Context: an optimization exercise on an open-source flow, tuned for small area, a short achievable clock period and few clock cycles per item. The choices shown serve that exercise and are no tape-out recipe. Function was not checked in any run shown here: the RTL went through the layout flow alone. Power figures rest on the tool's default switching activity, not on a simulated workload.

## flow/config.mk

```make
export PLATFORM = sky130hd
export DESIGN_NAME = running_mean_variance_stats
export DESIGN_NICKNAME = running_mean_variance_stats
export VERILOG_FILES = /design/flow/design.v
export SDC_FILE = /design/flow/constraint.sdc
export NUM_CORES = 4
export LEC_CHECK = 0
export CAP_MARGIN = 20
export CORE_MARGIN = 2
export CORE_UTILIZATION = 40
export SETUP_SLACK_MARGIN = 5
export SLEW_MARGIN = 20
```

## flow/constraint.sdc

```tcl
create_clock -name core_clock -period 10.0 [get_ports {aclk}]
set_input_delay 2.0000 -clock core_clock [delete_from_list [all_inputs] [get_ports {aclk}]]
set_output_delay 2.0000 -clock core_clock [all_outputs]
set_load 0.01 [all_outputs]
```

## flow/design.v

```verilog
package rmvs_pkg;
    localparam int FRAC_BITS = 16;
    localparam int CNT_W     = 32;
    localparam int VAL_W     = 32;
    localparam int SQ_W      = 64;
    localparam int BUSY_W    = 48;
    localparam int UTIL_W    = 17;
    localparam logic MODE_SAMPLE = 1'b0;
    localparam logic MODE_BUSY   = 1'b1;
endpackage
module running_mean_variance_stats (
    input  logic        aclk,
    input  logic        aresetn,
    input  logic        cfg_valid,
    output logic        cfg_ready,
    input  logic [47:0] cfg_data,
    input  logic        s_tvalid,
    output logic        s_tready,
    input  logic [31:0] s_tdata,    
    input  logic        s_tuser,    
    output logic        m_tvalid,
    input  logic        m_tready,
    output logic [119:0] m_tdata
);
    logic [31:0] n_reg, mean_reg;
    logic [63:0] s_reg;
    logic [47:0] busy_reg, total_reg;
    logic [31:0] sd_reg;           
    logic [16:0] util_reg;
    logic        pend_reg;         
    logic        stale_reg;        
    logic        xv_reg, xm_reg;
    logic [31:0] x_reg;
    logic        f_busy, f_neg, f_util;
    logic        f_hen, f_hsub;    
    logic [5:0]  f_cnt;
    logic [31:0] f_rem, f_nq, f_d1;
    logic [63:0] f_acc;
    logic        r_busy, r_kz;
    logic [4:0]  r_cnt;
    logic [31:0] r_k;
    logic [63:0] r_rem, r_q;
    logic        u_run, u_done, u_isbusy, u_bit, u_tz;
    logic [4:0]  u_cnt;
    logic [47:0] u_rem;
    logic [16:0] u_q;
    logic        p_v, p_busy;      
    logic        h_v, h_busy;      
    logic [16:0] h_val;
    logic s_fire, c_fire, m_fire;
    assign s_tready  = !xv_reg;
    assign cfg_ready = !xv_reg && !u_run && !p_v;
    assign m_tvalid  = pend_reg && !r_busy;
    assign m_tdata   = {7'd0, util_reg, sd_reg, mean_reg, n_reg};
    assign s_fire = s_tvalid && s_tready;
    assign c_fire = cfg_valid && cfg_ready;
    assign m_fire = m_tvalid && m_tready;
    logic n_max;                   
    logic n_ge3;                   
    logic u_start;
    logic h_load;
    logic u_free, u_start_p, u_start_d;
    assign u_free    = !u_run && (!u_done || h_load);
    assign u_start_p = p_v && u_free;
    assign u_start_d = disp && need_u && !p_v && u_free;
    assign u_start   = u_start_p || u_start_d;
    logic [47:0] u_src;
    assign u_src = (u_start_d && xm_reg) ? b_new : busy_reg;
    logic need_u;
    assign need_u = xm_reg || stale_reg;
    logic disp;
    assign disp = xv_reg && !f_busy && (!need_u || !p_v);
    logic [49:0] xb_sum;
    logic [32:0] xm_diff;
    logic [31:0] mx_diff, d1_new;
    assign xb_sum  = {1'b0, xm_reg ? {1'b0, busy_reg} : {17'h1FFFF, ~mean_reg}, !xm_reg} +
                     {18'd0, x_reg, !xm_reg};
    assign xm_diff = xb_sum[33:1];
    logic [32:0] mq_sum;
    assign mq_sum  = {mean_reg, 1'b1} +
                     (f_busy ? {f_nq ^ {32{f_neg}}, f_neg} : {~x_reg, 1'b1});
    assign mx_diff = mq_sum[32:1];
    assign d1_new  = xm_diff[32] ? mx_diff : xm_diff[31:0];
    logic [48:0] b_sum;
    assign b_sum = xb_sum[49:1];
    logic [47:0] b_new;
    assign b_new = b_sum[48] ? 48'hFFFF_FFFF_FFFF : b_sum[47:0];
    logic [32:0] f_sh;
    logic [34:0] f_dsum;
    logic [33:0] f_diff;
    logic        f_ge;
    assign f_sh   = {f_rem, f_nq[31]};
    assign f_dsum = {1'b0, f_sh, 1'b1} + {2'b11, ~n_reg, n_max};
    assign f_diff = f_dsum[34:1];
    assign f_ge   = !f_diff[33];
    logic [63:0] f_acc2, f_hor;
    assign f_acc2 = {f_acc[62:0], 1'b0};
    logic        f_sub;
    logic [63:0] f_add;
    assign f_sub = f_hsub;
    assign f_add = f_hen ? ({32'd0, f_d1} ^ {64{f_sub}}) : 64'd0;
    logic [65:0] s_ca, s_cb, s_cc, s_cs, s_cy;
    logic [66:0] s_sum;
    logic [63:0] s_new;
    assign s_ca  = {2'b00, s_reg};
    assign s_cb  = {1'b0, f_acc2[63:0], 1'b0} >> 1;
    assign s_cc  = {{2{f_add[63]}}, f_add};
    assign s_cs  = s_ca ^ s_cb ^ s_cc;
    assign s_cy  = (s_ca & s_cb) | (s_ca & s_cc) | (s_cb & s_cc);
    logic [66:0] h_a, h_b;
    assign h_a   = f_cnt[5] ? {s_cs, f_sub} : {2'b00, f_acc2, 1'b1};
    assign h_b   = f_cnt[5] ? {s_cy[64:0], 1'b0, f_sub} : {{2{f_add[63]}}, f_add, f_sub};
    assign s_sum = h_a + h_b;
    assign f_hor = s_sum[64:1];
    assign s_new = s_sum[65] ? 64'hFFFF_FFFF_FFFF_FFFF : s_sum[64:1];
    logic [31:0] mean_new, n_new, k_new;
    assign mean_new = mq_sum[32:1];
    assign n_new    = n_max ? n_reg : n_reg + 32'd1;
    assign k_new    = n_max ? 32'hFFFF_FFFE : n_reg;
    logic f_fin;
    assign f_fin = f_busy && f_cnt[5];    
    logic slot;
    assign slot = !pend_reg;
    logic commit_s;
    assign commit_s = f_fin && slot && !(h_v && h_busy) &&
                      !((u_run || u_done) && u_isbusy) && !(p_v && p_busy) &&
                      !(f_util && !h_v);
    logic commit_b;
    assign commit_b = h_v && h_busy && slot;
    logic h_pop;
    assign h_pop = commit_b || (commit_s && f_util);
    assign h_load = u_done && (!h_v || h_pop);
    logic [65:0] r_r4;
    logic [66:0] r_diff, r_ca, r_cb, r_cc, r_cs, r_cy;
    logic        r_b;
    assign r_r4   = {r_rem, s_reg[63:62]};
    assign r_ca   = {1'b0, r_r4};
    assign r_cb   = ~{1'b0, r_q, 2'b00};
    assign r_cc   = ~{35'd0, r_k};
    assign r_cs   = r_ca ^ r_cb ^ r_cc;
    assign r_cy   = (r_ca & r_cb) | (r_ca & r_cc) | (r_cb & r_cc);
    logic [67:0] r_dsum;
    assign r_dsum = {r_cs, 1'b1} + {r_cy[65:0], 1'b1, 1'b1};
    assign r_diff = r_dsum[67:1];
    assign r_b    = !r_diff[66] && !r_kz;
    logic [63:0] r_q2, r_qk;
    assign r_q2 = {r_q[62:0], 1'b0};
    assign r_qk = r_q2 + {32'd0, r_k};
    logic [48:0] u_sh;
    logic [49:0] u_diff;
    logic        u_ge;
    assign u_sh   = {u_rem, u_bit};
    assign u_diff = {1'b0, u_sh} - {2'b0, total_reg};
    assign u_ge   = !u_diff[49];
    logic [16:0] u_val;
    assign u_val = u_tz ? 17'd0 : (u_q[16] ? 17'h10000 : {1'b0, u_q[15:0]});
    always_ff @(posedge aclk) begin
        if (!aresetn) begin
            n_reg     <= '0;
            n_max     <= 1'b0;
            n_ge3     <= 1'b0;
            mean_reg  <= '0;
            s_reg     <= '0;
            busy_reg  <= '0;
            total_reg <= '0;
            sd_reg    <= '0;
            util_reg  <= '0;
            pend_reg  <= 1'b0;
            stale_reg <= 1'b0;
            xv_reg    <= 1'b0;
            f_busy    <= 1'b0;
            r_busy    <= 1'b0;
            u_run     <= 1'b0;
            u_done    <= 1'b0;
            h_v       <= 1'b0;
            p_v       <= 1'b0;
        end else begin
            if (s_fire) begin
                xv_reg <= 1'b1;
                x_reg  <= s_tdata;
                xm_reg <= s_tuser;
            end else if (disp) begin
                xv_reg <= 1'b0;
            end
            if (c_fire) begin
                total_reg <= cfg_data;
                stale_reg <= 1'b1;
            end else if (disp && need_u) begin
                stale_reg <= 1'b0;
            end
            if (disp) begin
                if (need_u && !u_start_d) begin
                    p_v    <= 1'b1;
                    p_busy <= xm_reg;
                end
                if (xm_reg) begin
                    busy_reg <= b_new;
                end else begin
                    f_busy <= 1'b1;
                    f_util <= stale_reg;
                    f_neg  <= xm_diff[32];
                    f_d1   <= d1_new;
                    f_hsub <= 1'b0;
                    if (n_ge3) begin
                        f_cnt  <= 6'd2;
                        f_nq   <= {d1_new[29:0], 2'b00};
                        f_acc  <= d1_new[31] ? {32'd0, d1_new} : 64'd0;
                        f_hen  <= d1_new[30];
                    end else begin
                        f_cnt  <= 6'd0;
                        f_nq   <= d1_new;
                        f_acc  <= '0;
                        f_hen  <= 1'b0;
                    end
                end
            end
            if (f_busy && !f_cnt[5]) begin
                f_nq   <= {f_nq[30:0], f_ge};
                f_hen  <= f_nq[31] ^ f_ge;
                f_hsub <= f_ge && !f_nq[31];
                f_acc  <= f_hor;
                f_cnt  <= f_cnt + 6'd1;
            end
            if (u_start) begin
                p_v      <= 1'b0;
                u_run    <= 1'b1;
                u_isbusy <= u_start_p ? p_busy : xm_reg;
                u_cnt    <= 5'd0;
                u_tz     <= (total_reg == 48'd0);
            end
            if (u_run) begin
                u_q   <= {u_q[15:0], u_ge};
                u_cnt <= u_cnt + 5'd1;
                if (u_cnt == 5'd16) begin
                    u_run  <= 1'b0;
                    u_done <= 1'b1;
                end
            end
            if (r_busy) begin
                sd_reg <= {sd_reg[30:0], r_b};
                s_reg  <= {s_reg[61:0], s_reg[63:62]};
                r_cnt  <= r_cnt + 5'd1;
                if (r_cnt == 5'd31) r_busy <= 1'b0;
            end
            if (h_load) begin
                h_v    <= 1'b1;
                h_busy <= u_isbusy;
                h_val  <= u_val;
                u_done <= 1'b0;
            end else if (h_pop) begin
                h_v    <= 1'b0;
            end
            if (commit_s) begin
                f_busy   <= 1'b0;
                n_reg    <= n_new;
                n_max    <= n_max || (n_reg == 32'hFFFF_FFFE);
                n_ge3    <= n_ge3 || (n_reg == 32'd2);
                mean_reg <= mean_new;
                pend_reg <= 1'b1;
                r_busy   <= 1'b1;
                r_k      <= k_new;
                r_kz     <= n_reg == 32'd0;
                sd_reg   <= '0;
                if (|n_reg[31:4]) begin
                    r_cnt <= 5'd2;
                    s_reg <= {s_new[59:0], s_new[63:60]};
                end else begin
                    r_cnt <= 5'd0;
                    s_reg <= s_new;
                end
                if (f_util) util_reg <= h_val;
            end else if (commit_b) begin
                util_reg <= h_val;
                pend_reg <= 1'b1;
            end else if (m_fire) begin
                pend_reg <= 1'b0;
            end
        end
    end
    always_ff @(posedge aclk) begin
        if (disp && !xm_reg) begin
            if (n_ge3) f_rem <= {30'd0, d1_new[31:30]};
            else       f_rem <= '0;
        end else begin
            f_rem <= f_ge ? f_diff[31:0] : f_sh[31:0];
        end
        if (u_start) begin
            u_rem <= {1'b0, u_src[47:1]};
            u_bit <= u_src[0];
        end else begin
            u_rem <= u_ge ? u_diff[47:0] : u_sh[47:0];
            u_bit <= 1'b0;
        end
        if (commit_s) begin
            r_q <= '0;
            if (|n_reg[31:4]) r_rem <= {60'd0, s_new[63:60]};
            else              r_rem <= '0;
        end else begin
            r_rem <= r_b ? r_diff[63:0] : r_r4[63:0];
            r_q   <= r_b ? r_qk : r_q2;
        end
    end
endmodule
```

## flow/run.sh

```bash
#!/bin/bash
# synth_recipe.tcl (not shown) runs the flow's synth.tcl, then flattens the netlist and writes it again
# the make line also repeats each setting of config.mk as NAME=value (left out here)
make -C /OpenROAD-flow-scripts/flow DESIGN_CONFIG=/design/flow/config.mk WORK_HOME=/design/flow/orfs CLKGATE_MAP_FILE= SYNTH_SCRIPT=/design/flow/synth_recipe.tcl finish
```

==> results.txt, run 1 <==
Cells along the critical path = buf_6, inv_8, buf_16, mux2_2, ha_1, nor2b_1, o31a_1, o21ai_4, o21ai_2, a31oi_4, o22ai_2, a311o_2, xnor2_4, buf_12, mux2_2, nand2_1, buf_12, o22ai_1
Grt total ovfl = 0
EDFF count, synth = 251
Die height = 366 um
DRC Markers = 0
Mean Syn Cell Area = 8.33 um2
Setup TNS = 0 ns
Max incr delay on CP = 0.45 ns
DRT Pass-1 Iters = 6
CP Data Required Time = 10.39 ns
Num CTS Buffers = 90
Startpoint Class = register
Fillers = 12700
Num Clock Sinks = 744
GPL Wtd Cong = 0.908
H-Tree Depth = 3
Switch Pwr = 0.00782 W
Row count = 132
Initial antenna violation count = 3
YS warnings = 1
Initial Utilization = 40.4%
Complex-gate fraction of the synthesized area = 20.0%
Multi-input logic area = 32600 um2
Largest net degree at the start of global routing = 95
Critical path data arrival time = 5.27 ns
Worst Hold Class = register to register
CTS max path bufs = 3
Gr usage total = 23.5%
RSZ-0062 raised after global routing = yes
Hold Vio Cnt, Final = 0
WL/cell = 19.9 um
Share of layout cells above drive strength 1 = 7.37%
DP Area = 55900 um2
VDD IR max = 0.000271 V
Fin crit period = 4.88 ns
Combinational share of power = 56.8%
Switching fraction of total power = 43.5%
Setup ws final = 5.12 ns
Reg clk slew, reported paths = 0.06 ns
Setup Skew = 0.0501 ns
# port buffers = 201
Max Cap Violations = 1
Post-Synth Simple-Gate Area = 16.5%
Post-synthesis sequential area ratio = 33.2%
Pre-CTS setup slack = 3.34 ns
Fin. max-slew vios = 8
Internal Power = 0.0101 W
Flop pwr share = 23.1%
Via count = 46300
Nets = 6894
FFs w/ async S/R, synth = 0%
Root Driver = clkbuf_16
WS Path Type = register to register
Hpwl dp = 116000 um
Synth unique cells = 90
Achievable Freq = 205 MHz
Yosys reg bits = 744
Die width = 366 um
Clock Power Share = 20.1%
Area share of fa/ha/maj cells after synthesis = 12.1%
Area grow syn2layout = 15.0%
Violated Checks = capacitance limit, slew limit
Placeable core area = 130000 um2
Vias in the first global route = 45300
Total power = 0.0180 W
Drt first-iter violations = 3703
Largest family of logic cells by synthesized area = compound AO/OA/AOI/OAI gates
Crit. End Element = register
Status = complete, but fails checks
Period utilisation layout = 48.8%
Rel. slew slack = -25.3%
Slowest stage cell, crit path = a311o_2
PwrDens = 297 nW/um2
Hold WS = 0.438 ns
CTS tree = yes
Register area = 17400 um2
Die Area = 134000 um2
Final setup vio count = 0
Post-route design area = 60400 um2
Clock Latency Late Sink = 0.72 ns
Mux cell area share after synthesis = 5.67%
Syn Inst Count = 6297
Crit-path max FO = 32
Mapped cell area = 52500 um2
IO Pins = 209
Global-route wire length before repair = 254000 um
Final wirelength = 163000 um
Most used DFF post-synth = dfxtp_1
Xor/xnor cell area share of the yosys netlist = 6.41%
Worst slew pin tran = 1.87 ns
Post-DRT Antenna Nets = 0
P_leak = 23.8 nW
Post-DR vias/cell = 5.66
## power by group through the flow
stage	clock, W	sequential (W)	combinational, W
detailed placement	0	0.00421	0.00972
global route	0.00380	0.00421	0.0114
floorplan	0	0.00406	0.00771
global placement	0	0.00421	0.00963
finish	0.00361	0.00415	0.0102
CTS	0.00368	0.00415	0.00994
## per-layer routing
metal	vias to the layer above	part of all wire [%]	wire, um	GRT usage, %
met5	-	0	0	0
met4	0	3.9	6280	9.05
met3	312	5.7	9240	3.62
met2	1306	47	76100	39.2
met1	22300	44	71200	30.4
li1	22400	-	-	-
## layout by cell type, fill, tap and decap left out, types with 99 or more instances in the layout
cell / count
fa_1: 99
nor2_1: 621
nand3_1: 125
clkdlybuf4s50_1: 200
mux2i_1: 249
a211oi_1: 102
a21o_1: 128
ha_1: 342
nand2_1: 593
xnor2_1: 231
a21oi_1: 582
xor2_1: 136
o21ai_0: 349
inv_1: 490
dfxtp_1: 491
edfxtp_1: 251
## worst max-delay path: cells and delay by family (launching register included)
| kind | cells | cell delay, ns |
|---|---|---|
| AND/OR/NAND/NOR | 2 | 0.27 |
| multiplexers | 2 | 0.78 |
| XOR/XNOR | 1 | 0.24 |
| AO/OA/AOI/OAI | 7 | 1.60 |
| buffers and inverters | 5 | 0.97 |
| flip-flops | 1 | 0.38 |
| adder cells (fa/ha/maj) | 1 | 0.27 |
## worst paths after layout
kind / slack [ns] / startpoint / cells after the start / endpoint
hold / removal: 0.44 / u_q[7] / 0 / u_q[8]
hold reg to reg: 0.44 / u_q[7] / 0 / u_q[8]
setup reg to reg: 5.12 / xm_reg / 18 / f_acc[3]
setup / recovery: 5.12 / xm_reg / 18 / f_acc[3]
## cell type report
class,instances,share of cell area (%)
sequential,744,28.8
tap,1742,3.61
multi-input combinational,4730,54.1
antenna,4,0.0166
clock inverter,46,1.12
clock buffer,118,4.19
timing repair buffer,300,5.03
inverter,494,3.12
## per-stage QoR
| step | std cells | util, % |
|---|---|---|
| floorplan | 6303 | - |
| global placement | 7953 | 43.0 |
| detailed placement | 7953 | 43.0 |
| CTS | 8144 | 46.0 |
| global route | 8174 | 46.5 |
| finish | 8178 | 46.5 |
## cells by family after synthesis
kind of cell | count (synthesis)
XOR/XNOR | 382
AO/OA/AOI/OAI | 1690
adder cells (fa/ha/maj) | 448
other | 1
flip-flops | 744
multiplexers | 292
AND/OR/NAND/NOR | 1905
buffers and inverters | 835
## repair_timing
action,4_1_cts,5_1_grt
hold buffers,0,0
pin swaps,14,12
gates cloned,6,4
buffers inserted,21,26
resized for setup,74,76
setup endpoints to repair,360,242
hold endpoints to repair,0,0
## cells in the mapped netlist, drive strengths merged (43+ instances only)
cell type,number,area [um2]
clkbuf,273,1020
nand3,128,641
xor2,146,1280
o21a,50,375
and2,63,394
nor2,631,2370
dfxtp,493,9870
a21o,129,968
a31oi,67,440
ha,349,4370
nor3,99,495
nand2,599,2260
a211oi,107,803
edfxtp,251,7540
or2,43,269
a221oi,60,532
buf,68,333
nor2b,44,275
o21bai,43,323
fa,99,1980
a21oi,592,2960
and3,54,338
mux2i,252,2530
o21ai,380,1900
nand4,88,551
inv,494,1850
xnor2,236,2090
==> inputs of run 2 (changes only) <==
--- a/flow/design.v
+++ b/flow/design.v
@@ -31,4 +31,6 @@
     logic        stale_reg;        
-    logic        xv_reg, xm_reg;
-    logic [31:0] x_reg;
+    logic        xm_in;
+    logic [31:0] x_in;
+    assign x_in  = s_tdata;
+    assign xm_in = s_tuser;
     logic        f_busy, f_neg, f_util;
@@ -50,4 +52,4 @@
     logic s_fire, c_fire, m_fire;
-    assign s_tready  = !xv_reg;
-    assign cfg_ready = !xv_reg && !u_run && !p_v;
+    assign s_tready  = !f_busy && !(p_v && need_u);
+    assign cfg_ready = !u_run && !p_v;
     assign m_tvalid  = pend_reg && !r_busy;
@@ -60,28 +62,15 @@
     logic u_start;
-    logic h_load;
-    logic u_free, u_start_p, u_start_d;
-    assign u_free    = !u_run && (!u_done || h_load);
-    assign u_start_p = p_v && u_free;
-    assign u_start_d = disp && need_u && !p_v && u_free;
-    assign u_start   = u_start_p || u_start_d;
-    logic [47:0] u_src;
-    assign u_src = (u_start_d && xm_reg) ? b_new : busy_reg;
+    assign u_start = p_v && !u_run && !u_done;
     logic need_u;
-    assign need_u = xm_reg || stale_reg;
+    assign need_u = xm_in || stale_reg || c_fire;
     logic disp;
-    assign disp = xv_reg && !f_busy && (!need_u || !p_v);
-    logic [49:0] xb_sum;
+    assign disp = s_fire;
     logic [32:0] xm_diff;
     logic [31:0] mx_diff, d1_new;
-    assign xb_sum  = {1'b0, xm_reg ? {1'b0, busy_reg} : {17'h1FFFF, ~mean_reg}, !xm_reg} +
-                     {18'd0, x_reg, !xm_reg};
-    assign xm_diff = xb_sum[33:1];
-    logic [32:0] mq_sum;
-    assign mq_sum  = {mean_reg, 1'b1} +
-                     (f_busy ? {f_nq ^ {32{f_neg}}, f_neg} : {~x_reg, 1'b1});
-    assign mx_diff = mq_sum[32:1];
+    assign xm_diff = {1'b0, x_in} - {1'b0, mean_reg};
+    assign mx_diff = mean_reg - x_in;
     assign d1_new  = xm_diff[32] ? mx_diff : xm_diff[31:0];
     logic [48:0] b_sum;
-    assign b_sum = xb_sum[49:1];
     logic [47:0] b_new;
+    assign b_sum = {1'b0, busy_reg} + {17'd0, x_in};
     assign b_new = b_sum[48] ? 48'hFFFF_FFFF_FFFF : b_sum[47:0];
@@ -101,2 +90,5 @@
     assign f_add = f_hen ? ({32'd0, f_d1} ^ {64{f_sub}}) : 64'd0;
+    logic [64:0] f_hsum;
+    assign f_hsum = {f_acc2, 1'b1} + {f_add, f_sub};
+    assign f_hor  = f_hsum[64:1];
     logic [65:0] s_ca, s_cb, s_cc, s_cs, s_cy;
@@ -109,10 +101,8 @@
     assign s_cy  = (s_ca & s_cb) | (s_ca & s_cc) | (s_cb & s_cc);
-    logic [66:0] h_a, h_b;
-    assign h_a   = f_cnt[5] ? {s_cs, f_sub} : {2'b00, f_acc2, 1'b1};
-    assign h_b   = f_cnt[5] ? {s_cy[64:0], 1'b0, f_sub} : {{2{f_add[63]}}, f_add, f_sub};
-    assign s_sum = h_a + h_b;
-    assign f_hor = s_sum[64:1];
+    assign s_sum = {s_cs, f_sub} + {s_cy[64:0], 1'b0, f_sub};
     assign s_new = s_sum[65] ? 64'hFFFF_FFFF_FFFF_FFFF : s_sum[64:1];
+    logic [32:0] m_sum;
     logic [31:0] mean_new, n_new, k_new;
-    assign mean_new = mq_sum[32:1];
+    assign m_sum    = {mean_reg, 1'b1} + {f_nq ^ {32{f_neg}}, f_neg};
+    assign mean_new = m_sum[32:1];
     assign n_new    = n_max ? n_reg : n_reg + 32'd1;
@@ -131,2 +121,3 @@
     assign h_pop = commit_b || (commit_s && f_util);
+    logic h_load;
     assign h_load = u_done && (!h_v || h_pop);
@@ -169,3 +160,2 @@
             stale_reg <= 1'b0;
-            xv_reg    <= 1'b0;
             f_busy    <= 1'b0;
@@ -177,21 +167,11 @@
         end else begin
-            if (s_fire) begin
-                xv_reg <= 1'b1;
-                x_reg  <= s_tdata;
-                xm_reg <= s_tuser;
-            end else if (disp) begin
-                xv_reg <= 1'b0;
-            end
-            if (c_fire) begin
-                total_reg <= cfg_data;
-                stale_reg <= 1'b1;
-            end else if (disp && need_u) begin
-                stale_reg <= 1'b0;
-            end
+            if (c_fire) total_reg <= cfg_data;
+            if (disp && need_u) stale_reg <= 1'b0;
+            else if (c_fire)    stale_reg <= 1'b1;
             if (disp) begin
-                if (need_u && !u_start_d) begin
+                if (need_u) begin
                     p_v    <= 1'b1;
-                    p_busy <= xm_reg;
-                end
-                if (xm_reg) begin
+                    p_busy <= xm_in;
+                end
+                if (xm_in) begin
                     busy_reg <= b_new;
@@ -199,3 +179,3 @@
                     f_busy <= 1'b1;
-                    f_util <= stale_reg;
+                    f_util <= stale_reg || c_fire;
                     f_neg  <= xm_diff[32];
@@ -226,3 +206,3 @@
                 u_run    <= 1'b1;
-                u_isbusy <= u_start_p ? p_busy : xm_reg;
+                u_isbusy <= p_busy;
                 u_cnt    <= 5'd0;
@@ -280,3 +260,3 @@
     always_ff @(posedge aclk) begin
-        if (disp && !xm_reg) begin
+        if (disp && !xm_in) begin
             if (n_ge3) f_rem <= {30'd0, d1_new[31:30]};
@@ -287,4 +267,4 @@
         if (u_start) begin
-            u_rem <= {1'b0, u_src[47:1]};
-            u_bit <= u_src[0];
+            u_rem <= {1'b0, busy_reg[47:1]};
+            u_bit <= busy_reg[0];
         end else begin
==> run 2 against run 1 <==
Net effect:
- now clean on timing, DRC and antenna
- sequential cell count fell by 34
- first-iteration DRC count shrank 0.73%
- critical path depth fell by 1
==> results.txt, run 2 <==
Status = no timing/DRC/antenna violations
DRT Pass-1 Iters = 5 (-1)
Synth unique cells = 95 (+5.6%)
Post-DR vias/cell = 5.56 (-1.8%)
Global-route wire length before repair = 264000 um (+4.2%)
Fin. max-slew vios = 0 (-8)
H-Tree Depth = 3 (unchanged)
Most frequent cell after synthesis = nand2_1
PwrDens = 264 nW/um2 (-11%)
Row count = 136 (+3.0%)
Largest net degree at the start of global routing = 86 (-9.5%)
WL/cell = 19.2 um (-3.8%)
Initial antenna violation count = 1 (-2)
Reg clk slew, reported paths = 0.06 ns (about the same)
RSZ-0062 raised after global routing = yes
Post-DRT Antenna Nets = 0 (unchanged)
Vias in the first global route = 47600 (+5.0%)
Dominant cell type by area after synthesis = dfxtp_1
Crit. End Element = register
Synth cell count leaders = nand2_1 (811), inv_1 (716), a21oi_1 (704)
Area grow syn2layout = 15.5%
Period utilisation layout = 49.7% (+0.87 points)
Worst slew pin tran = 1.02 ns (-0.842 ns)
Post-synthesis sequential area ratio = 29.7% (-3.5 points)
Largest cells by area after synthesis = dfxtp_1 (18%), edfxtp_1 (12%), ha_1 (11%), a21oi_1 (6.4%), nand2_1 (5.5%)
Setup ws final = 5.03 ns (-0.0865 ns)
# diodes = 0 (-4)
Num CTS Buffers = 87 (-3.3%)
Die height = 376 um (+2.6%)
DRC Markers = 0 (unchanged)
P_leak = 26.7 nW (+12%)
Rel. slew slack = 31.7% (+57 points)
CTS tree = yes
Setup Skew = 0.0552 ns (+0.00516 ns)
Post-route design area = 63800 um2 (+5.7%)
# port buffers = 201 (unchanged)
Die Area = 141000 um2 (+5.2%)
Crit-path max FO = 7 (-78%)
Root Driver = clkbuf_16
Initial Utilization = 40.2% (-0.21 points)
Drt first-iter violations = 3676 (-0.73%)
Via count = 49200 (+6.3%)
Fin util = 46.5% (about the same)
Num Clock Sinks = 710 (-4.6%)
Yosys reg bits = 710 (-4.6%)
CP Data Required Time = 10.46 ns (+0.07 ns)
YS warnings = 1 (unchanged)
Critical path data arrival time = 5.42 ns (+0.15 ns)
DP Area = 58800 um2 (+5.2%)
CTS max path bufs = 3 (unchanged)
VDD IR max = 0.000191 V (-30%)
Most used DFF post-synth = dfxtp_1
WS Path Type = input port to register
Gr usage total = 23.2% (-0.24 points)
Hpwl dp = 124000 um (+7.3%)
Worst R2R Setup Slack = 5.21 ns (+0.09 ns)
Final wirelength = 170000 um (+4.2%)
Total power = 0.0168 W (-6.2%)
Mean Syn Cell Area = 8.00 um2 (-4.0%)
Worst Hold Class = register to register
Max Cap Violations = 0 (-1)
Achievable Freq = 201 MHz (-1.7%)
Post-synth top area share = 17.8% (-0.97 points)
Most frequent cells in the layout = nand2_1 (803), inv_1 (714), a21oi_1 (678)
Die width = 376 um (+2.6%)
Grt total ovfl = 0 (unchanged)
Syn Inst Count = 6900 (+9.6%)
Mapped cell area = 55200 um2 (+5.2%)
Share of layout cells above drive strength 1 = 7.35% (-0.022 points)
Clock Latency Late Sink = 0.72 ns (about the same)
Startpoint Class = input port
Most common cell after layout, fill and taps aside = nand2_1
Final setup vio count = 0 (unchanged)
Pre-CTS setup slack = 2.42 ns (-0.919 ns)
Setup TNS = 0 ns (unchanged)
IO Pins = 209 (unchanged)
GPL Wtd Cong = 0.936 (+3.0%)
Hold Vio Cnt, Final = 0 (unchanged)
FFs w/ async S/R, synth = 0% (unchanged)
Nets = 7649 (+11%)
Placeable core area = 137000 um2 (+5.8%)
Fin crit period = 4.97 ns (+0.0865 ns)
EDFF count, synth = 218 (-13%)
-- run 2: final cells by class --
| cell class | count | area (um2) |
|---|---|---|
| fillers | 13400 | 73500 |
| multi-input cells | 5167 | 36300 |
| flip-flops and latches | 710 | 16400 |
| repair buffers | 302 | 3040 |
| inverters | 721 | 2730 |
| clock buffers | 120 | 2470 |
| well taps | 1794 | 2240 |
| clock inverters | 44 | 663 |
-- run 2: metal layers --
layer,up-vias,GRT usage (%),wire (um)
li1,24300,-,-
met1,23500,30.8,76400
met2,1211,38.4,78000
met3,266,3.48,8850
met4,0,8.24,6440
met5,-,0,0
-- run 2: cells by family (layout without fill, tap and decap cells) --
group / after synthesis / in the layout / share of synthesized area (%)
buffers and inverters: 1035 / 1187 / 7.13
and+or+nand+nor: 2030 / 2036 / 16.9
DFF: 710 / 710 / 29.7
xor gates and xnor gates: 462 / 462 / 7.33
adders and majority gates: 574 / 574 / 14.4
AOI/OAI and AO/OA: 1950 / 1950 / 22.0
muxes: 138 / 138 / 2.53
other: 1 / 7 / 0.00679
-- run 2: power by group --
group	total, W	switching [W]	internal (W)
Combinational	0.00944	0.00554	0.00390
Clock	0.00344	0.00141	0.00204
Sequential	0.00396	0.000411	0.00355
-- run 2: repair_timing --
| action | 4_1_cts | 5_1_grt |
|---|---|---|
| setup endpoints to repair | 413 | 330 |
| gates cloned | 10 | 2 |
| pin swaps | 24 | 38 |
| resized for setup | 139 | 134 |
| hold buffers | 0 | 0 |
| buffers inserted | 16 | 34 |
-- run 2: worst paths after layout --
path,cells after the start,end,startpoint
worst max-delay path,17,f_nq[26],s_tdata[0]
worst min-delay path,0,u_q[2],u_q[1]
worst max register to register,21,s_reg[1],f_hsub
worst min register to register,0,u_q[2],u_q[1]
-- run 2: critical path: stages --
cell and delay (ns):
buf_4 0.15, inv_12 0.05, ha_4 0.13, inv_2 0.04, fa_2 0.38, a21oi_4 0.20, o2111ai_4 0.15, a31oi_4 0.26
o2111ai_4 0.17, a41oi_4 0.36, buf_12 0.19, mux2i_4 0.29, a31oi_4 0.14, o31ai_4 0.34, xnor2_2 0.20, inv_2 0.06
a221o_1 0.30
-- run 2: per-stage QoR --
stage	cells	hold WS, ns
2_1_floorplan	6906	0.417
6_report	8858	0.440
3_3_place_gp	8631	0.426
3_5_place_dp	8631	0.430
4_1_cts	8821	0.437
5_1_grt	8858	0.453
==> inputs of run 3 (changes only) <==
--- a/flow/config.mk
+++ b/flow/config.mk
@@ -9,3 +9,4 @@
 export CORE_MARGIN = 2
-export CORE_UTILIZATION = 40
+export CORE_UTILIZATION = 60
+export PLACE_DENSITY = 0.7
 export SETUP_SLACK_MARGIN = 5
==> run 3 against run 2 <==
Net effect:
- still clean
- power down 1.2%
- sequential share of layout area up 0.42 points
- first-iteration DRC count is 13% higher
- worst setup slack worse by 0.016 ns
- global-route usage is 10 points higher
==> results.txt, run 3 <==
Hold Path Origin = u_q[1]
Mapped cell area = 55200 um2 (unchanged)
Largest cells by area after synthesis = dfxtp_1 (18%), edfxtp_1 (12%), ha_1 (11%), a21oi_1 (6.4%), nand2_1 (5.5%)
Most frequent cells in the layout = nand2_1 (802), inv_1 (714), a21oi_1 (680)
Setup Skew = 0.0287 ns (-0.0265 ns)
Yosys reg bits = 710 (unchanged)
Grt total ovfl = 0 (unchanged)
Gr usage total = 33.4% (+10 points)
Area grow syn2layout = 13.7%
Most frequent cell after synthesis = nand2_1
Initial Utilization = 60.4% (+20 points)
Most common cell after layout, fill and taps aside = nand2_1
Combinational share of power = 56.7% (+0.6 points)
DP Area = 58000 um2 (-1.3%)
EDFF count, synth = 218 (unchanged)
Switching fraction of total power = 43.7% (+0.044 points)
DRC Markers = 0 (unchanged)
Crit. End Element = register
Hold WS = 0.442 ns (+0.00185 ns)
Fillers = 7750 (-42%)
Via count = 50000 (+1.5%)
PwrDens = 265 nW/um2 (+0.40%)
FFs w/ async S/R, synth = 0% (unchanged)
# port buffers = 201 (unchanged)
Row count = 111 (-18%)
Internal Power = 0.00936 W (-1.3%)
Vias in the first global route = 47600 (-0.046%)
Crit-path max FO = 5 (-2)
CTS Hold Bufs = 0 (unchanged)
Drt first-iter violations = 4139 (+13%)
Worst Hold Class = register to register
Initial antenna violation count = 5 (+4)
Post-route design area = 62800 um2 (-1.6%)
Worst slew pin tran = 1.05 ns (+0.0282 ns)
Worst R2R Setup Slack = 5.10 ns (-0.11 ns)
RSZ-0062 raised after global routing = yes
Synth unique cells = 95 (unchanged)
IO Pins = 209 (unchanged)
H-Tree Depth = 3 (unchanged)
Clock Power Share = 19.4% (-1.1 points)
Share of layout cells above drive strength 1 = 7.23% (-0.12 points)
Most used DFF post-synth = dfxtp_1
Multi-input logic area = 36100 um2 (-0.36%)
Num Clock Sinks = 710 (unchanged)
Clock Latency Late Sink = 0.67 ns (-0.05 ns)
Total power = 0.0166 W (-1.2%)
WL/cell = 19.8 um (+3.4%)
Critical path data arrival time = 5.38 ns (-0.04 ns)
Synth cell count leaders = nand2_1 (811), inv_1 (716), a21oi_1 (704)
Register area = 16400 um2 (about the same)
Root Driver = clkbuf_16
Worst Hold Depth = 0 (unchanged)
Max Cap Violations = 0 (unchanged)
Die height = 307 um (-18%)
Placeable core area = 91400 um2 (-33%)
Mean Syn Cell Area = 8.00 um2 (unchanged)
Flop pwr share = 23.9% (+0.4 points)
Global-route wire length before repair = 255000 um (-3.6%)
Cells along the critical path = clkdlybuf4s50_1, ha_1, a21oi_1, o21ai_2, a211oi_2, o31ai_4, a41oi_4, buf_12, buf_12, mux2i_4, a31oi_4, o31ai_2, xnor2_1, buf_4, inv_2, a221o_1
CTS tree = yes
Num CTS Buffers = 84 (-3.4%)
CP Data Required Time = 10.40 ns (-0.06 ns)
CP most frequent cell = buf_12
Reg-to-Reg Start = f_hsub
Die width = 307 um (-18%)
WS Path Type = input port to register
Die Area = 94500 um2 (-33%)
Startpoint Class = input port
Fin. max-slew vios = 0 (unchanged)
Setup TNS = 0 ns (unchanged)
Setup ws final = 5.02 ns (-0.0155 ns)
R2r endpoint = r_rem[0]
Max incr delay on CP = 0.48 ns (+0.10 ns)
Hpwl dp = 119000 um (-4.3%)
R2R cell count = 20 (-4.8%)
Post-DR vias/cell = 6.05 (+8.9%)
CP delay by family, top = compound AO/OA/AOI/OAI gates
Period utilisation layout = 49.8% (+0.16 points)
VDD IR max = 0.000201 V (+5.1%)
Switch Pwr = 0.00727 W (-1.1%)
Worst path bufs/invs = 5 (unchanged)
Final setup vio count = 0 (unchanged)
Post-synth top area share = 17.8% (unchanged)
Largest net degree at the start of global routing = 113 (+31%)
Reg clk slew, reported paths = 0.06 ns (about the same)
Pre-CTS setup slack = 2.48 ns (+0.0596 ns)
Post-synthesis sequential area ratio = 29.7% (unchanged)
CTS max path bufs = 3 (unchanged)
Achievable Freq = 201 MHz (-0.31%)
End of the worst hold path = u_q[2]
Final wirelength = 163000 um (-3.7%)
GPL Wtd Cong = 0.955 (+2.1%)
Hold Vio Cnt, Final = 0 (unchanged)
Rel. slew slack = 29.2% (-2.5 points)
Slowest stage cell, crit path = clkdlybuf4s50_1
Nets = 7655 (+0.078%)
Syn Inst Count = 6900 (unchanged)
Post-DRT Antenna Nets = 0 (unchanged)
DRT Pass-1 Iters = 6 (+1)
P_leak = 26.7 nW (-0.20%)
YS warnings = 1 (unchanged)
Dominant cell type by area after synthesis = dfxtp_1
Status = no timing/DRC/antenna violations
Fin crit period = 4.98 ns (+0.0155 ns)
==> run 3: cell count changes in the layout (fill, tap and decap cells not counted), moves of 4 or more <==
cell	previous run	this run
o21ai_2	10	6
clkdlybuf4s50_1	182	176
a211oi_1	65	69
clkinv_16	5	0
buf_4	83	91
clkinv_2	10	15
clkbuf_8	15	11
==> run 3: area by class of cell <==
class                           count  area share (%)
Clock inverter                     38           0.702
Inverter                          721            4.34
Sequential cell                   710            26.1
Clock buffer                      119            3.90
Timing Repair Buffer              312            4.99
Tap cell                         1186            2.36
Antenna cell                        1         0.00399
Multi-Input combinational cell   5166            57.6
==> run 3: cell families (layout without fill, tap and decap cells) <==
logic type,count (synthesis),in the layout,share of synthesized area (%)
fa+ha+maj,574,574,14.4
buf+inv,1035,1190,7.13
compound gates,1950,1951,22.0
simple gates,2030,2034,16.9
flops,710,710,29.7
other cells,1,8,0.00679
xor+xnor,462,462,7.33
mux,138,138,2.53
==> run 3: layer usage <==
metal	global-route usage, %	part of all wire (%)	vias to the layer above
li1	-	-	24300
met1	43.9	43	23700
met2	55.4	46	1596
met3	5.40	6.5	335
met4	12.2	4.0	4
met5	0	0.015	-
==> run 3: how the worst max path moves through the flow <==
stage	cells past startpoint	slack (ns)	startpoint	end
finish	16	5.02	s_tdata[16]	f_nq[26]
global route	20	4.91	f_hsub	r_rem[0]
CTS	8	5.01	cfg_valid	s_tready
detailed placement	15	2.48	s_tdata[0]	f_acc[21]
global placement	15	2.66	s_tdata[0]	f_acc[4]
floorplan	16	4.80	s_tdata[0]	f_nq[26]
==> run 3: power groups by stage <==
stage	combinational [W]	clock (W)	sequential [W]
3_5_place_dp	0.00899	0	0.00401
4_1_cts	0.00919	0.00327	0.00396
5_1_grt	0.0105	0.00338	0.00402
2_1_floorplan	0.00720	0	0.00385
6_report	0.00944	0.00323	0.00397
3_3_place_gp	0.00888	0	0.00401
==> run 3: stage by stage <==
| stage | instances | util, % |
|---|---|---|
| 3_5_place_dp | 8020 | 63.5 |
| 6_report | 8253 | 68.7 |
| 5_1_grt | 8252 | 68.7 |
| 4_1_cts | 8217 | 67.8 |
| 3_3_place_gp | 8020 | 63.5 |
| 2_1_floorplan | 6906 | - |
==> run 3: repair_timing <==
action | in CTS | in global routing
cloned | 8 | 3
endpoints found under the setup margin | 421 | 274
resized for setup | 140 | 128
pin swaps | 26 | 40
buffers inserted | 32 | 32
==> inputs of run 4 (changes only) <==
--- a/flow/design.v
+++ b/flow/design.v
@@ -35,4 +35,3 @@
     assign xm_in = s_tuser;
-    logic        f_busy, f_neg, f_util;
-    logic        f_hen, f_hsub;    
+    logic        f_busy, f_neg, f_dbit, f_qbit, f_util;
     logic [5:0]  f_cnt;
@@ -88,4 +87,4 @@
     logic [63:0] f_add;
-    assign f_sub = f_hsub;
-    assign f_add = f_hen ? ({32'd0, f_d1} ^ {64{f_sub}}) : 64'd0;
+    assign f_sub = f_qbit && !f_dbit;
+    assign f_add = (f_dbit ^ f_qbit) ? ({32'd0, f_d1} ^ {64{f_sub}}) : 64'd0;
     logic [64:0] f_hsum;
@@ -182,3 +181,3 @@
                     f_d1   <= d1_new;
-                    f_hsub <= 1'b0;
+                    f_qbit <= 1'b0;
                     if (n_ge3) begin
@@ -187,3 +186,3 @@
                         f_acc  <= d1_new[31] ? {32'd0, d1_new} : 64'd0;
-                        f_hen  <= d1_new[30];
+                        f_dbit <= d1_new[30];
                     end else begin
@@ -192,3 +191,3 @@
                         f_acc  <= '0;
-                        f_hen  <= 1'b0;
+                        f_dbit <= 1'b0;
                     end
@@ -198,4 +197,4 @@
                 f_nq   <= {f_nq[30:0], f_ge};
-                f_hen  <= f_nq[31] ^ f_ge;
-                f_hsub <= f_ge && !f_nq[31];
+                f_dbit <= f_nq[31];
+                f_qbit <= f_ge;
                 f_acc  <= f_hor;
@@ -246,2 +245,5 @@
                     s_reg <= {s_new[59:0], s_new[63:60]};
+                end else if (|n_reg[31:2]) begin
+                    r_cnt <= 5'd1;
+                    s_reg <= {s_new[61:0], s_new[63:62]};
                 end else begin
@@ -275,4 +277,5 @@
             r_q <= '0;
-            if (|n_reg[31:4]) r_rem <= {60'd0, s_new[63:60]};
-            else              r_rem <= '0;
+            if (|n_reg[31:4])      r_rem <= {60'd0, s_new[63:60]};
+            else if (|n_reg[31:2]) r_rem <= {62'd0, s_new[63:62]};
+            else                   r_rem <= '0;
         end else begin
--- a/flow/config.mk
+++ b/flow/config.mk
@@ -9,4 +9,3 @@
 export CORE_MARGIN = 2
-export CORE_UTILIZATION = 60
-export PLACE_DENSITY = 0.7
+export CORE_UTILIZATION = 40
 export SETUP_SLACK_MARGIN = 5
==> run 4 against run 3 <==
Net effect:
- critical path depth shrank 11
- global-route usage fell by 10 points
- die area increased by 48%
- sequential share of layout area is 0.48 points lower
- worst setup slack worse by 0.13 ns
- maximum frequency down 2.5%
- critical path type is now input port to primary output
- largest cell class unchanged
==> results.txt, run 4 <==
Status = no timing/DRC/antenna violations
Switching fraction of total power = 43.3% (-0.44 points)
Fin. max-slew vios = 0 (unchanged)
Die height = 374 um (+22%)
WS Path Type = input port to primary output
Worst slew pin tran = 1.12 ns (+0.0677 ns)
DRC Markers = 0 (unchanged)
Drt first-iter violations = 3512 (-15%)
Num Clock Sinks = 710 (unchanged)
Via count = 48600 (-2.8%)
Die Area = 140000 um2 (+48%)
Post-synth top area share = 18.0% (+0.15 points)
Most frequent cell after synthesis = nand2_1
Max Cap Violations = 0 (unchanged)
Placeable core area = 136000 um2 (+48%)
Yosys reg bits = 710 (unchanged)
Mapped cell area = 54800 um2 (-0.81%)
Startpoint Class = input port
Cells along the critical path = buf_12, and2_4, or3_4, a21oi_4, buf_6
Initial Utilization = 40.4% (-20 points)
Period utilisation layout = 51.1% (+1.3 points)
Worst Hold Class = register to register
Switch Pwr = 0.00732 W (+0.61%)
Achievable Freq = 196 MHz (-2.5%)
Worst Hold Depth = 0 (unchanged)
Hold WS = 0.437 ns (-0.00449 ns)
Hpwl dp = 120000 um (+0.95%)
Reg-to-Reg Start = f_dbit
EDFF count, synth = 218 (unchanged)
Grt total ovfl = 0 (unchanged)
Clock Latency Late Sink = 0.68 ns (about the same)
IO Pins = 209 (unchanged)
P_leak = 26.8 nW (+0.40%)
Syn Inst Count = 6714 (-2.7%)
Crit path launch = cfg_valid
Synth unique cells = 113 (+19%)
Area grow syn2layout = 16.7%
DRT Pass-1 Iters = 6 (unchanged)
Vias in the first global route = 47300 (-0.54%)
Setup TNS = 0 ns (unchanged)
Final wirelength = 168000 um (+2.9%)
Largest net degree at the start of global routing = 146 (+29%)
PwrDens = 264 nW/um2 (-0.25%)
CTS max path bufs = 3 (unchanged)
Root Driver = clkbuf_16
CP Data Required Time = 8.00 ns (-2.40 ns)
VDD IR max = 0.000208 V (+3.8%)
RSZ-0062 raised after global routing = yes
Row count = 135 (+22%)
Internal Power = 0.00959 W (+2.4%)
CTS Hold Bufs = 0 (unchanged)
Setup ws final = 4.89 ns (-0.130 ns)
Post-synthesis sequential area ratio = 29.9% (+0.24 points)
Initial antenna violation count = 17 (+12)
Most used DFF post-synth = dfxtp_1
Rel. slew slack = 25.0% (-4.2 points)
Most frequent cells in the layout = nand2_1 (749), a21oi_1 (717), inv_1 (560)
# port buffers = 201 (unchanged)
Most common cell after layout, fill and taps aside = nand2_1
Critical path data arrival time = 3.11 ns (-2.27 ns)
YS warnings = 1 (unchanged)
H-Tree Depth = 3 (unchanged)
CTS tree = yes
R2R cell count = 21 (+5.0%)
Largest cells by area after synthesis = dfxtp_1 (18%), edfxtp_1 (12%), ha_1 (11%), a21oi_1 (6.7%), nand2_1 (5.2%)
Mean Syn Cell Area = 8.16 um2 (+1.9%)
Hold Vio Cnt, Final = 0 (unchanged)
Fin crit period = 5.11 ns (+0.130 ns)
Crit-path max FO = 2 (-3)
Global-route wire length before repair = 262000 um (+3.1%)
Max incr delay on CP = 0.40 ns (-0.08 ns)
Hold Path Origin = u_q[1]
Synth cell count leaders = nand2_1 (756), a21oi_1 (738), inv_1 (567)
Slowest stage cell, crit path = or3_4
Nets = 7530 (-1.6%)
Crit. End Element = primary output
Post-DR vias/cell = 5.57 (-8.1%)
Share of layout cells above drive strength 1 = 9.61% (+2.4 points)
GPL Wtd Cong = 0.914 (-4.3%)
Gr usage total = 23.1% (-10 points)
Num CTS Buffers = 87 (+3.6%)
FFs w/ async S/R, synth = 0% (unchanged)
Dominant cell type by area after synthesis = dfxtp_1
Die width = 374 um (+22%)
WL/cell = 19.3 um (-2.7%)
Combinational share of power = 56.4% (-0.3 points)
Final setup vio count = 0 (unchanged)
Post-DRT Antenna Nets = 0 (unchanged)
Flop pwr share = 23.2% (-0.7 points)
Setup Skew = 0.0280 ns (-0.000660 ns)
Pre-CTS setup slack = 2.79 ns (+0.312 ns)
Reg clk slew, reported paths = 0.06 ns (about the same)
Clock Power Share = 20.3% (+0.9 points)
-- run 4: cell count changes in the layout (fill, tap and decap cells not counted), sizes merged, moves of 27 or more --
cell,before,now
o21ai,373,401
nand2,811,756
a31oi,97,62
buf,109,150
a21oi,707,744
nor2b,57,84
and2,94,54
nor2,473,553
xor2,186,235
a211oi,75,44
inv,726,570
-- run 4: final cells by class --
| cell class | instances | area [um2] |
|---|---|---|
| repair buffers | 353 | 3480 |
| clock inverters | 43 | 624 |
| diodes | 5 | 12.5 |
| flip-flops and latches | 710 | 16400 |
| multi-input cells | 5150 | 36600 |
| fillers | 13300 | 71700 |
| clock buffers | 116 | 2460 |
| well taps | 1781 | 2230 |
| inverters | 568 | 2150 |
-- run 4: through the flow --
step	utilization (%)	total power, W	instances	cell area [um2]
6_report	47.2	0.0169	8726	64000
5_1_grt	47.1	0.0183	8724	63900
4_1_cts	45.9	0.0168	8647	62200
3_5_place_dp	42.8	0.0131	8436	58100
3_3_place_gp	42.8	0.0130	8436	58100
2_1_floorplan	-	0.0113	6720	54900
-- run 4: per-layer routing --
layer / share of wire (%) / routed length, um / global-route usage (%)
met2: 46 / 77500 / 38.4
met5: 0.084 / 142 / 0
met4: 2.8 / 4630 / 6.36
met3: 5.3 / 8880 / 3.54
met1: 46 / 77000 / 31.0
-- run 4: timing repair --
item                       4_1_cts  5_1_grt
gates cloned                    10        5
setup endpoints to repair      328      261
pin swaps                       33       81
buffers inserted                42       69
gates resized for setup        155      236
-- run 4: cell families after synthesis --
group,Yosys count,synth area share [%]
AO/OA/AOI/OAI,1917,22.0
XOR/XNOR,493,7.88
adder cells (fa/ha/maj),574,14.5
buffers and inverters,870,6.41
flip-flops,710,29.9
multiplexers,130,2.41
other,1,0.00685
AND/OR/NAND/NOR,2019,16.9
-- run 4: final timing paths --
check	endpoint	slack, ns
worst min-delay path	u_q[2]	0.44
worst max-delay path	s_tready	4.89
worst max register to register	r_rem[0]	4.98
worst min register to register	u_q[2]	0.44
-- run 4: critical path: cells and delay by family --
family | cells | cell delay [ns]
AO/OA/AOI/OAI | 1 | 0.29
buffers and inverters | 2 | 0.25
AND/OR/NAND/NOR | 2 | 0.56
-- run 4: power by group through the flow --
stage / sequential [W] / combinational, W / clock, W
after floorplan: 0.00384 / 0.00742 / 0
after global placement: 0.00398 / 0.00902 / 0
after detailed placement: 0.00398 / 0.00910 / 0
after CTS: 0.00393 / 0.00933 / 0.00351
after global routing: 0.00399 / 0.0107 / 0.00362
final: 0.00393 / 0.00954 / 0.00344

==> afterwards: timing with drivers on the ports <==
How much do the figures lean on ideal ports? The routed layouts below were timed once more, with nothing changed but the port constraints.
Step 1 assumes that a clkbuf_16 drives the clock port and a buf_2 every other input.
Step 2 times the ports against the registers' clock, not the clock port: input delays grow and output delays shrink by t, the midpoint of the rising clock arrivals with the driver on.
a / b / c = ideal ports / drivers / drivers and shift; a / b = the first two.
| run | t (ns) | slack for setup (ns) | worst setup path at the end | worst slew at a driven data input, ns |
|---|---|---|---|---|
| run 1 | 0.774 | 5.121 / 5.121 / 5.100 | input to register | 0.14 |
| run 2 | 0.773 | 5.035 / 5.044 / 4.312 | input to register | 0.10 |
| run 3 | 0.730 | 5.019 / 5.070 / 4.340 | input to register | 0.12 |
| run 4 | 0.738 | 4.890 / 4.842 / 4.264 | input to register | 0.15 |
The setup slack of run 2, which loses most, moves by +0.009 ns with the drivers and by -0.723 ns with both steps.
